Background: an optimization exercise with open tools, aiming at small area, a short achievable clock period and few clock cycles. Do not read the settings as production practice. Function was checked by simulation only, so behaviour that the tests miss may differ from the original. Power and IR drop assume default switching activity.

==> design.v <==
package isa_pkg;
   typedef logic [31:0] word_t;
   typedef logic [4:0]  reg_addr_t;
   typedef logic [5:0]  opcode_t;
   typedef logic [5:0]  funct_t;
   typedef logic [15:0] imm_t;
   localparam opcode_t OP_SPECIAL = 6'h00;
   localparam opcode_t OP_ADDIU   = 6'h09;
   localparam opcode_t OP_ORI     = 6'h0d;
   localparam opcode_t OP_LUI     = 6'h0f;
   localparam opcode_t OP_LW      = 6'h23;
   localparam opcode_t OP_SW      = 6'h2b;
   localparam funct_t FN_ADDU = 6'h21;
   localparam funct_t FN_SUBU = 6'h23;
   localparam funct_t FN_AND  = 6'h24;
   localparam funct_t FN_OR   = 6'h25;
   localparam funct_t FN_XOR  = 6'h26;
   localparam funct_t FN_SLT  = 6'h2a;
   localparam int unsigned OPCODE_LSB = 26;
   localparam int unsigned RS_LSB     = 21;
   localparam int unsigned RT_LSB     = 16;
   localparam int unsigned RD_LSB     = 11;
   localparam int unsigned FUNCT_LSB  = 0;
   localparam int unsigned IMM_LSB    = 0;
endpackage
package pipe_pkg;
   typedef enum logic [2:0] {
      ALU_ADD, ALU_SUB, ALU_AND, ALU_OR, ALU_XOR, ALU_SLT, ALU_LUI
   } alu_op_e;
   typedef enum logic [1:0] {SRC_REG, SRC_SEXT, SRC_ZEXT} src_b_e;
   typedef enum logic [1:0] {FWD_RF, FWD_EX, FWD_MEM} fwd_sel_e;
   typedef struct packed {
      alu_op_e   alu_op;
      src_b_e    src_b;
      logic      rs_re;
      logic      rt_re;
      logic      reg_we;
      logic [4:0] dest;
      logic      mem_read;
      logic      mem_write;
   } dec_ctrl_t;
   typedef struct packed {
      dec_ctrl_t ctrl;
      logic [31:0] op_a;
      logic [31:0] op_b;
      logic [15:0] imm;
      logic [4:0] rs;
      logic [4:0] rt;
   } ex_reg_t;
   typedef struct packed {
      logic [31:0] result;
      logic [31:0] wdata;
      logic [4:0] dest;
      logic      we;
      logic      mem_read;
      logic      mem_write;
   } mem_reg_t;
   typedef struct packed {
      logic [31:0] data;
      logic [4:0] dest;
      logic      we;
   } wb_reg_t;
endpackage
`timescale 1ns/1ns
module decoder (
   input  isa_pkg::word_t     instr_i,
   output pipe_pkg::dec_ctrl_t ctrl_o,
   output isa_pkg::reg_addr_t rs_o,
   output isa_pkg::reg_addr_t rt_o,
   output isa_pkg::imm_t      imm_o
);
   isa_pkg::opcode_t   opcode;
   isa_pkg::funct_t    funct;
   isa_pkg::reg_addr_t rd;
   logic      r_valid;
   pipe_pkg::alu_op_e   r_op;
   assign opcode = instr_i[isa_pkg::OPCODE_LSB +: 6];
   assign funct  = instr_i[isa_pkg::FUNCT_LSB +: 6];
   assign rs_o   = instr_i[isa_pkg::RS_LSB +: 5];
   assign rt_o   = instr_i[isa_pkg::RT_LSB +: 5];
   assign rd     = instr_i[isa_pkg::RD_LSB +: 5];
   assign imm_o  = instr_i[isa_pkg::IMM_LSB +: 16];
   always_comb begin
      r_valid = 1'b1;
      r_op    = pipe_pkg::ALU_ADD;
      case (funct)
         isa_pkg::FN_ADDU: r_op = pipe_pkg::ALU_ADD;
         isa_pkg::FN_SUBU: r_op = pipe_pkg::ALU_SUB;
         isa_pkg::FN_AND:  r_op = pipe_pkg::ALU_AND;
         isa_pkg::FN_OR:   r_op = pipe_pkg::ALU_OR;
         isa_pkg::FN_XOR:  r_op = pipe_pkg::ALU_XOR;
         isa_pkg::FN_SLT:  r_op = pipe_pkg::ALU_SLT;
         default: r_valid = 1'b0;
      endcase
   end
   always_comb begin
      ctrl_o = '0;
      case (opcode)
         isa_pkg::OP_SPECIAL: begin
            if (r_valid) begin
               ctrl_o.alu_op = r_op;
               ctrl_o.rs_re  = 1'b1;
               ctrl_o.rt_re  = 1'b1;
               ctrl_o.reg_we = 1'b1;
               ctrl_o.dest   = rd;
            end
         end
         isa_pkg::OP_ADDIU, isa_pkg::OP_LW: begin
            ctrl_o.src_b    = pipe_pkg::SRC_SEXT;
            ctrl_o.rs_re    = 1'b1;
            ctrl_o.reg_we   = 1'b1;
            ctrl_o.dest     = rt_o;
            ctrl_o.mem_read = (opcode == isa_pkg::OP_LW);
         end
         isa_pkg::OP_ORI, isa_pkg::OP_LUI: begin
            ctrl_o.alu_op = (opcode == isa_pkg::OP_LUI) ? pipe_pkg::ALU_LUI : pipe_pkg::ALU_OR;
            ctrl_o.src_b  = pipe_pkg::SRC_ZEXT;
            ctrl_o.rs_re  = (opcode == isa_pkg::OP_ORI);
            ctrl_o.reg_we = 1'b1;
            ctrl_o.dest   = rt_o;
         end
         isa_pkg::OP_SW: begin
            ctrl_o.src_b     = pipe_pkg::SRC_SEXT;
            ctrl_o.rs_re     = 1'b1;
            ctrl_o.rt_re     = 1'b1;
            ctrl_o.mem_write = 1'b1;
         end
         default: ctrl_o = '0;
      endcase
   end
endmodule
`timescale 1ns/1ns
module reg_file (
   input  logic      clk,
   input  logic      rst,
   input  isa_pkg::reg_addr_t raddr_a_i,
   input  isa_pkg::reg_addr_t raddr_b_i,
   output isa_pkg::word_t     rdata_a_o,
   output isa_pkg::word_t     rdata_b_o,
   input  logic      we_i,
   input  isa_pkg::reg_addr_t waddr_i,
   input  isa_pkg::word_t     wdata_i,
   input  isa_pkg::reg_addr_t dbg_addr_i,
   output isa_pkg::word_t     dbg_data_o
);
   isa_pkg::word_t regs [32];
   function automatic isa_pkg::word_t read_port(isa_pkg::reg_addr_t addr);
      isa_pkg::word_t value;
      if (addr == '0) begin
         value = '0;
      end else if (we_i && addr == waddr_i) begin
         value = wdata_i;
      end else begin
         value = regs[addr];
      end
      read_port = value;
   endfunction
   always_comb begin
      rdata_a_o  = read_port(raddr_a_i);
      rdata_b_o  = read_port(raddr_b_i);
      dbg_data_o = read_port(dbg_addr_i);
   end
   always_ff @(posedge clk) begin
      if (rst) begin
         for (int i = 0; i < 32; i++) begin
            regs[i] <= '0;
         end
      end else if (we_i && waddr_i != '0) begin
         regs[waddr_i] <= wdata_i;
      end
   end
endmodule
`timescale 1ns/1ns
module hazard_unit (
   input  pipe_pkg::ex_reg_t   ex_i,
   input  pipe_pkg::mem_reg_t  mem_i,
   input  isa_pkg::reg_addr_t dec_rs_i,
   input  isa_pkg::reg_addr_t dec_rt_i,
   input  pipe_pkg::dec_ctrl_t dec_ctrl_i,
   output pipe_pkg::fwd_sel_e  fwd_a_o,
   output pipe_pkg::fwd_sel_e  fwd_b_o,
   output logic      stall_o
);
   logic load_rs, load_rt;
   function automatic pipe_pkg::fwd_sel_e pick(isa_pkg::reg_addr_t src, pipe_pkg::ex_reg_t ex, pipe_pkg::mem_reg_t mem);
      pipe_pkg::fwd_sel_e sel;
      if (src == '0) begin
         sel = pipe_pkg::FWD_RF;
      end else if (ex.ctrl.reg_we && ex.ctrl.dest == src) begin
         sel = pipe_pkg::FWD_EX;
      end else if (mem.we && mem.dest == src) begin
         sel = pipe_pkg::FWD_MEM;
      end else begin
         sel = pipe_pkg::FWD_RF;
      end
      pick = sel;
   endfunction
   assign fwd_a_o = pick(dec_rs_i, ex_i, mem_i);
   assign fwd_b_o = pick(dec_rt_i, ex_i, mem_i);
   assign load_rs = dec_ctrl_i.rs_re && dec_rs_i == ex_i.ctrl.dest;
   assign load_rt = dec_ctrl_i.rt_re && dec_rt_i == ex_i.ctrl.dest;
   assign stall_o = ex_i.ctrl.mem_read && ex_i.ctrl.dest != '0 && (load_rs || load_rt);
endmodule
`timescale 1ns/1ns
module alu (
   input  pipe_pkg::alu_op_e op_i,
   input  isa_pkg::word_t   a_i,
   input  isa_pkg::word_t   b_i,
   output isa_pkg::word_t   result_o
);
   logic less;
   assign less = $signed(a_i) < $signed(b_i);
   always_comb begin
      case (op_i)
         pipe_pkg::ALU_ADD: begin
            result_o = a_i + b_i;
         end
         pipe_pkg::ALU_SUB: begin
            result_o = a_i - b_i;
         end
         pipe_pkg::ALU_AND: begin
            result_o = a_i & b_i;
         end
         pipe_pkg::ALU_OR: begin
            result_o = a_i | b_i;
         end
         pipe_pkg::ALU_XOR: begin
            result_o = a_i ^ b_i;
         end
         pipe_pkg::ALU_SLT: begin
            result_o = {31'b0, less};
         end
         pipe_pkg::ALU_LUI: begin
            result_o = {b_i[15:0], 16'h0000};
         end
         default: begin
            result_o = '0;
         end
      endcase
   end
endmodule
`timescale 1ns/1ns
module pipe_core (
   input  logic       clk,
   input  logic       rst,
   input  logic       run_i,
   input  isa_pkg::word_t      stop_pc_i,
   output logic       drained_o,
   input  isa_pkg::reg_addr_t  dbg_addr_i,
   output isa_pkg::word_t      dbg_data_o,
   output isa_pkg::word_t      inst_addr_o,
   input  isa_pkg::word_t      inst_data_i,
   output logic       data_en_o,
   output logic [3:0] data_wen_o,
   output isa_pkg::word_t      data_addr_o,
   output isa_pkg::word_t      data_wdata_o,
   input  isa_pkg::word_t      data_rdata_i
);
   isa_pkg::word_t     pc, id_instr;
   pipe_pkg::ex_reg_t   ex_q;
   pipe_pkg::mem_reg_t  mem_q;
   pipe_pkg::wb_reg_t   wb_q;
   logic      fetch_en, stall;
   pipe_pkg::dec_ctrl_t dec_ctrl;
   isa_pkg::reg_addr_t dec_rs, dec_rt;
   isa_pkg::imm_t      dec_imm;
   isa_pkg::word_t     rf_a, rf_b, op_a, op_b;
   pipe_pkg::fwd_sel_e  fwd_a, fwd_b;
   isa_pkg::word_t     alu_b, ex_result, mem_result;
   assign fetch_en    = run_i && pc != stop_pc_i;
   assign inst_addr_o = pc;
   always_ff @(posedge clk) begin
      if (rst) begin
         pc       <= '0;
         id_instr <= '0;
      end else if (!stall) begin
         if (fetch_en) begin
            pc       <= pc + 32'd4;
            id_instr <= inst_data_i;
         end else begin
            id_instr <= '0;
         end
      end
   end
   decoder u_decoder (
      .instr_i (id_instr),
      .ctrl_o  (dec_ctrl),
      .rs_o    (dec_rs),
      .rt_o    (dec_rt),
      .imm_o   (dec_imm)
   );
   reg_file u_reg_file (
      .clk        (clk),
      .rst        (rst),
      .raddr_a_i  (dec_rs),
      .raddr_b_i  (dec_rt),
      .rdata_a_o  (rf_a),
      .rdata_b_o  (rf_b),
      .we_i       (wb_q.we),
      .waddr_i    (wb_q.dest),
      .wdata_i    (wb_q.data),
      .dbg_addr_i (dbg_addr_i),
      .dbg_data_o (dbg_data_o)
   );
   hazard_unit u_hazard_unit (
      .ex_i       (ex_q),
      .mem_i      (mem_q),
      .dec_rs_i   (dec_rs),
      .dec_rt_i   (dec_rt),
      .dec_ctrl_i (dec_ctrl),
      .fwd_a_o    (fwd_a),
      .fwd_b_o    (fwd_b),
      .stall_o    (stall)
   );
   always_comb begin
      case (fwd_a)
         pipe_pkg::FWD_EX:  op_a = ex_result;
         pipe_pkg::FWD_MEM: op_a = mem_result;
         default: op_a = rf_a;
      endcase
      case (fwd_b)
         pipe_pkg::FWD_EX:  op_b = ex_result;
         pipe_pkg::FWD_MEM: op_b = mem_result;
         default: op_b = rf_b;
      endcase
   end
   always_ff @(posedge clk) begin
      ex_q.op_a <= op_a;
      ex_q.op_b <= op_b;
      ex_q.imm  <= dec_imm;
      ex_q.rs   <= dec_rs;
      ex_q.rt   <= dec_rt;
      if (rst || stall) begin
         ex_q.ctrl <= '0;
      end else begin
         ex_q.ctrl <= dec_ctrl;
      end
   end
   always_comb begin
      case (ex_q.ctrl.src_b)
         pipe_pkg::SRC_SEXT: alu_b = {{16{ex_q.imm[15]}}, ex_q.imm};
         pipe_pkg::SRC_ZEXT: alu_b = {16'h0000, ex_q.imm};
         default:  alu_b = ex_q.op_b;
      endcase
   end
   alu u_alu (
      .op_i     (ex_q.ctrl.alu_op),
      .a_i      (ex_q.op_a),
      .b_i      (alu_b),
      .result_o (ex_result)
   );
   always_ff @(posedge clk) begin
      mem_q.result <= ex_result;
      mem_q.wdata  <= ex_q.op_b;
      mem_q.dest   <= ex_q.ctrl.dest;
      if (rst) begin
         mem_q.we        <= 1'b0;
         mem_q.mem_read  <= 1'b0;
         mem_q.mem_write <= 1'b0;
      end else begin
         mem_q.we        <= ex_q.ctrl.reg_we;
         mem_q.mem_read  <= ex_q.ctrl.mem_read;
         mem_q.mem_write <= ex_q.ctrl.mem_write;
      end
   end
   assign data_en_o    = mem_q.mem_read || mem_q.mem_write;
   assign data_wen_o   = {4{mem_q.mem_write}};
   assign data_addr_o  = mem_q.result;
   assign data_wdata_o = mem_q.wdata;
   assign mem_result   = mem_q.mem_read ? data_rdata_i : mem_q.result;
   always_ff @(posedge clk) begin
      wb_q.data <= mem_result;
      wb_q.dest <= mem_q.dest;
      if (rst) begin
         wb_q.we <= 1'b0;
      end else begin
         wb_q.we <= mem_q.we;
      end
   end
   assign drained_o = pc == stop_pc_i
                      && !(dec_ctrl.reg_we || dec_ctrl.mem_read || dec_ctrl.mem_write)
                      && !(ex_q.ctrl.reg_we || ex_q.ctrl.mem_read || ex_q.ctrl.mem_write)
                      && !(mem_q.we || mem_q.mem_read || mem_q.mem_write)
                      && !wb_q.we;
endmodule
`timescale 1ns/1ns
module cfg_regs (
   input  logic       clk,
   input  logic       rst,
   input  logic       psel_i,
   input  logic       penable_i,
   input  logic       pwrite_i,
   input  logic [7:0] paddr_i,
   input  isa_pkg::word_t      pwdata_i,
   output isa_pkg::word_t      prdata_o,
   output logic       pready_o,
   output logic       pslverr_o,
   output logic       run_o,
   output isa_pkg::word_t      stop_pc_o,
   input  logic       drained_i,
   output isa_pkg::reg_addr_t  dbg_addr_o,
   input  isa_pkg::word_t      dbg_data_i
);
   localparam logic [7:0] ADDR_CTRL    = 8'h00;
   localparam logic [7:0] ADDR_STOP_PC = 8'h04;
   localparam logic [7:0] ADDR_STATUS  = 8'h08;
   logic  access;
   isa_pkg::word_t rd_mux;
   assign access     = psel_i && penable_i;
   assign dbg_addr_o = paddr_i[6:2];
   assign pready_o   = 1'b1;
   assign pslverr_o  = 1'b0;
   always_ff @(posedge clk) begin
      if (rst) begin
         run_o     <= 1'b0;
         stop_pc_o <= 32'hffff_fffc;
      end else if (access && pwrite_i) begin
         if (paddr_i == ADDR_CTRL) begin
            run_o <= pwdata_i[0];
         end
         if (paddr_i == ADDR_STOP_PC) begin
            stop_pc_o <= pwdata_i;
         end
      end
   end
   always_comb begin
      if (paddr_i[7]) begin
         rd_mux = dbg_data_i;
      end else begin
         case (paddr_i)
            ADDR_CTRL:    rd_mux = {31'b0, run_o};
            ADDR_STOP_PC: rd_mux = stop_pc_o;
            ADDR_STATUS:  rd_mux = {31'b0, drained_i};
            default:      rd_mux = '0;
         endcase
      end
   end
   always_ff @(posedge clk) begin
      if (access && !pwrite_i) begin
         prdata_o <= rd_mux;
      end
   end
endmodule
`timescale 1ns/1ns
module mips_top (
   input  logic       clk,
   input  logic       rst,
   output isa_pkg::word_t      inst_addr_o,
   input  isa_pkg::word_t      inst_data_i,
   output logic       data_en_o,
   output logic [3:0] data_wen_o,
   output isa_pkg::word_t      data_addr_o,
   output isa_pkg::word_t      data_wdata_o,
   input  isa_pkg::word_t      data_rdata_i,
   input  logic       psel_i,
   input  logic       penable_i,
   input  logic       pwrite_i,
   input  logic [7:0] paddr_i,
   input  isa_pkg::word_t      pwdata_i,
   output isa_pkg::word_t      prdata_o,
   output logic       pready_o,
   output logic       pslverr_o
);
   logic      run, drained;
   isa_pkg::word_t     stop_pc, dbg_data;
   isa_pkg::reg_addr_t dbg_addr;
   pipe_core u_pipe_core (
      .clk          (clk),
      .rst          (rst),
      .run_i        (run),
      .stop_pc_i    (stop_pc),
      .drained_o    (drained),
      .dbg_addr_i   (dbg_addr),
      .dbg_data_o   (dbg_data),
      .inst_addr_o  (inst_addr_o),
      .inst_data_i  (inst_data_i),
      .data_en_o    (data_en_o),
      .data_wen_o   (data_wen_o),
      .data_addr_o  (data_addr_o),
      .data_wdata_o (data_wdata_o),
      .data_rdata_i (data_rdata_i)
   );
   cfg_regs u_cfg_regs (
      .clk        (clk),
      .rst        (rst),
      .psel_i     (psel_i),
      .penable_i  (penable_i),
      .pwrite_i   (pwrite_i),
      .paddr_i    (paddr_i),
      .pwdata_i   (pwdata_i),
      .prdata_o   (prdata_o),
      .pready_o   (pready_o),
      .pslverr_o  (pslverr_o),
      .run_o      (run),
      .stop_pc_o  (stop_pc),
      .drained_i  (drained),
      .dbg_addr_o (dbg_addr),
      .dbg_data_i (dbg_data)
   );
endmodule
==> run.sh <==
#!/bin/bash
# synth_recipe.tcl (not shown) runs the flow's synth.tcl, then flattens the netlist and writes it again
# the make line also repeats each setting of config.mk as NAME=value (left out here)
make -C /OpenROAD-flow-scripts/flow DESIGN_CONFIG=/design/flow/config.mk WORK_HOME=/design/flow/orfs CLKGATE_MAP_FILE= SYNTH_SCRIPT=/design/flow/synth_recipe.tcl finish
==> config.mk <==
export PLATFORM = sky130hd
export DESIGN_NAME = mips_top
export DESIGN_NICKNAME = mips_top
export VERILOG_FILES = /design/flow/design.v
export SDC_FILE = /design/flow/constraint.sdc
export NUM_CORES = 4
export LEC_CHECK = 0
export CAP_MARGIN = 20
export CORE_MARGIN = 2
export CORE_UTILIZATION = 40
export SLEW_MARGIN = 20
==> constraint.sdc <==
create_clock -name core_clock -period 5.5 [get_ports {clk}]
set_input_delay 1.1000 -clock core_clock [delete_from_list [all_inputs] [get_ports {clk}]]
set_output_delay 1.1000 -clock core_clock [all_outputs]
set_load 0.01 [all_outputs]
==> run_results.csv <==
group,metric,value,unit
outcome,status,"timing/DRC/antenna clean",
logic_synthesis,synth_area_per_cell,13.7,sq um
clock_network,clk_pin_slew,0.06,ns
setup_path,required,6.20,ns
timing,period_share,94.3,%
setup_path,rrSetupSlack,0.31,ns
timing,period_needed,5.19,ns
routing,dr.pass1.iters,8,
floorplanning,design.core.area,201000,sq um
timing,whs,0.358,ns
floorplanning,die_w,454,um
routing,drt-total-wl,323000,um
timing,setup_viol,0,
clock_network,cts_hold_buf,0,
floorplanning,die_height,454,um
clock_network,postCtsSetupBuffers,0,
timing,worstMarginPinSlew,1.26,ns
floorplanning,rows,165,
setup_path,critPathCaptureType,"flop",
routing,vias,57200,
timing,tns,0,ns
routing,vias_per_cell,6.53,
grt,grt-busiest-layer,"met2",
clock_network,htreeDepth,4,
final_layout,nets,6169,
final_layout,final_area,91700,sq um
floorplanning,initial_core_util,40.1,%
clock_network,clock_path_buffers,3,
placed_design,gp_congestion,0.973,
clock_network,cts_sinks,1364,
power,p_leak,31.4,nW
clock_network,numCtsBuffers,149,
grt,grt_use_met2,48.7,%
final_layout,final_cells,8753,
logic_synthesis,synth_edf_count,1056,
clock_network,tritoncts,"built",
timing,worst_clock_skew,0.0325,ns
timing,max_freq,193,MHz
logic_synthesis,yosysSeqAreaShare,46.8,%
logic_synthesis,ys.flop_type,"edfxtp_1",
final_layout,nFillCells,17800,
placed_design,dp_hpwl,208000,um
placed_design,placed_cell_area,86900,sq um
routing,ant_nets,0,
setup_path,crit_type,"flop to flop",
grt,grt_max_degree,90,
timing,rsz0062_at_grt,"false",
timing,hold_viol_final,0,
clock_network,clockRootBuffer,"clkbuf_16",
final_layout,final_layout_size_suffix_gt1_share,25.7,%
timing,slew_headroom,15.2,%
setup_path,cp_max_fo,17,
logic_synthesis,async_flop_share,0,%
placed_design,dpl.cell_count,8475,
routing,drcViolationCount,0,
routing,drtIter0Drc,8520,
power,ir_worst_vdd,0.290,mV
logic_synthesis,yosys_warnings,6,
logic_synthesis,syn_area,80900,sq um
power,cellPowerDensity,259,nW/um^2
setup_path,crit_arrival,5.89,ns
clock_network,cts_resized,0,
worst_hold_path,hp-class,"flop to flop",
placed_design,io_buffers,239,
placed_design,dp_slack,0.476,ns
grt,use_met1,38.2,%
logic_synthesis,ys_ff_latch,1364,
final_layout,syn2layout_area_growth,13.4,%
grt,track_usage,31.1,%
run,drv_cap,0,
floorplanning,dieArea,206000,sq um
grt,overflow,0,
grt,grt_pass1_wl,445000,um
grt,antenna_found_initial,38,
clock_network,clock_latency,0.82,ns
grt,grt_pass1_vias,56000,
logic_synthesis,syn_inst,5922,
grt,grtUsageMet3,9.28,%
timing,slew_violations,0,
setup_path,cp-start-kind,"flop",
routing,wl_per_cell,36.9,um
timing,setup_ws,0.313,ns
floorplanning,io_pins,244,
logic_synthesis,synthDistinctLibCells,94,
## state kept, by name, summed over array words and instances, names as in the netlist, named ones only
register                     cells
u_cfg_regs.prdata_o             32
u_cfg_regs.run_o                 1
u_cfg_regs.stop_pc_o            32
u_pipe_core.ex_q                93
u_pipe_core.id_instr            32
u_pipe_core.mem_q               72
u_pipe_core.pc                  30
u_pipe_core.u_reg_file.regs   1024
u_pipe_core.wb_q                38
## metrics by stage
stage,utilization [%],power (mW)
finish,45.5,23.7
global route,45.5,24.2
global placement,43.1,13.7
floorplan,-,12.8
CTS,45.5,23.7
detailed placement,43.1,13.7
## cell type report
| class | count | area (sq um) | area share (%) |
|---|---|---|---|
| antenna | 12 | 30.0 | 0.0327 |
| tap | 2672 | 3340 | 3.64 |
| sequential | 1364 | 37900 | 41.3 |
| inverter | 136 | 510 | 0.557 |
| clock inverter | 77 | 788 | 0.859 |
| timing repair buffer | 486 | 4930 | 5.37 |
| multi-input combinational | 3818 | 40200 | 43.8 |
| clock buffer | 188 | 4040 | 4.41 |
## per-layer routing
metal | up-vias | share of wire, %
li1 | 22800 | -
met3 | 955 | 12
met4 | 28 | 6.4
met1 | 29200 | 35
met2 | 4199 | 46
met5 | - | 0.082
## cell usage in the layout (no fill, tap or decap), drive strengths merged, types with 15 or more instances in the layout
cell type,instances
xnor2,35
o21a,23
o31ai,20
nor4,21
a211o,16
a22oi,65
mux2,23
clkinv,56
o21ai,117
xor2,68
clkbuf,188
a211oi,92
inv,142
a21o,17
nand3,40
dfxtp,308
buf,253
ha,103
nand2,209
o221ai,15
a221o,29
mux2i,110
a21oi,177
nand3b,36
nand4,26
mux4,952
o211ai,29
nor2b,28
or2,36
conb,36
nor3,39
clkdlybuf4s50,233
nor2,303
edfxtp,1056
and2,1003
## critical path, cell delays in order (launching register included)
cell and delay (ns):
dfxtp_1 0.33, inv_1 0.05, ha_1 0.30, buf_4 0.22
a22oi_1 0.96, ha_1 0.53, nor2b_1 0.25, o21ai_0 0.13
a31oi_1 0.50, o21ai_0 0.37, o21ai_0 0.27, buf_4 0.19
a31oi_1 0.19, o211ai_1 0.23, nand2_1 0.17, a221o_1 0.36
## Yosys cell counts, types with 72 or more instances
cell type / n / area share [%]
buf_4: 72 / 0.67
ha_1: 103 / 1.6
and2_1: 1003 / 7.8
nand2_1: 209 / 0.97
buf_2: 73 / 0.45
a21oi_1: 177 / 1.1
nor2_1: 303 / 1.4
dfxtp_1: 308 / 7.6
inv_1: 132 / 0.61
mux2i_1: 110 / 1.4
a211oi_1: 90 / 0.84
clkbuf_1: 424 / 2.0
edfxtp_1: 1056 / 39
mux4_2: 952 / 27
o21ai_0: 115 / 0.71
## kinds of logic after synthesis
group,count (synthesis),synth area share [%]
simple gates,1795,12.4
buf+inv,774,4.07
other cells,2,0.00928
mux,1085,28.2
compound gates,694,5.80
fa+ha+maj,105,1.64
xor+xnor,103,1.12
flops,1364,46.8
## power breakdown
group	internal (mW)	leakage, nW	switching [mW]
Clock	5.86	2.37	4.35
Combinational	0.859	15.9	1.06
Sequential	11.4	13.1	0.225
Total	18.1	31.4	5.63
## path summary, 6_finish.rpt
check / start / cells past startpoint / to
worst max-delay path: u_pipe_core.ex_q[100] / 15 / u_pipe_core.ex_q[26]
worst min-delay path: u_pipe_core.ex_q[50] / 0 / u_pipe_core.mem_q[32]
worst max register to register: u_pipe_core.ex_q[100] / 15 / u_pipe_core.ex_q[26]
worst min register to register: u_pipe_core.ex_q[50] / 0 / u_pipe_core.mem_q[32]
Testbench counts, summed over its fixed seeds: cycles 6,842.

-- what the ideal ports hide --
No port has a modelled driver above. Below, the same layout with a new extraction and two added sets of constraints.
Step 1, drivers: a clkbuf_16 drives clk and a buf_2 each remaining input, both assumed.
Step 2 moves the port delays by t, midway between the first and last clock arrival at a register: inputs arrive t later, outputs are due t later. That takes back most of the time a late clock gives input paths.
Three values: no drivers, after step 1, after step 2; two values: the first two.
shift t [ns]: 0.901
setup slack, ns: 0.313 / 0.313 / 0.313
latest minus earliest clock arrival (ns): 0.036 / 0.037
slew at the worst register clock pin (ns): 0.07 / 0.07
cell pins on the clock port's net: 1
After both steps this run still meets setup and hold. The setup slack of this run moves by 0.000 ns with the drivers and by 0.000 ns with both steps.
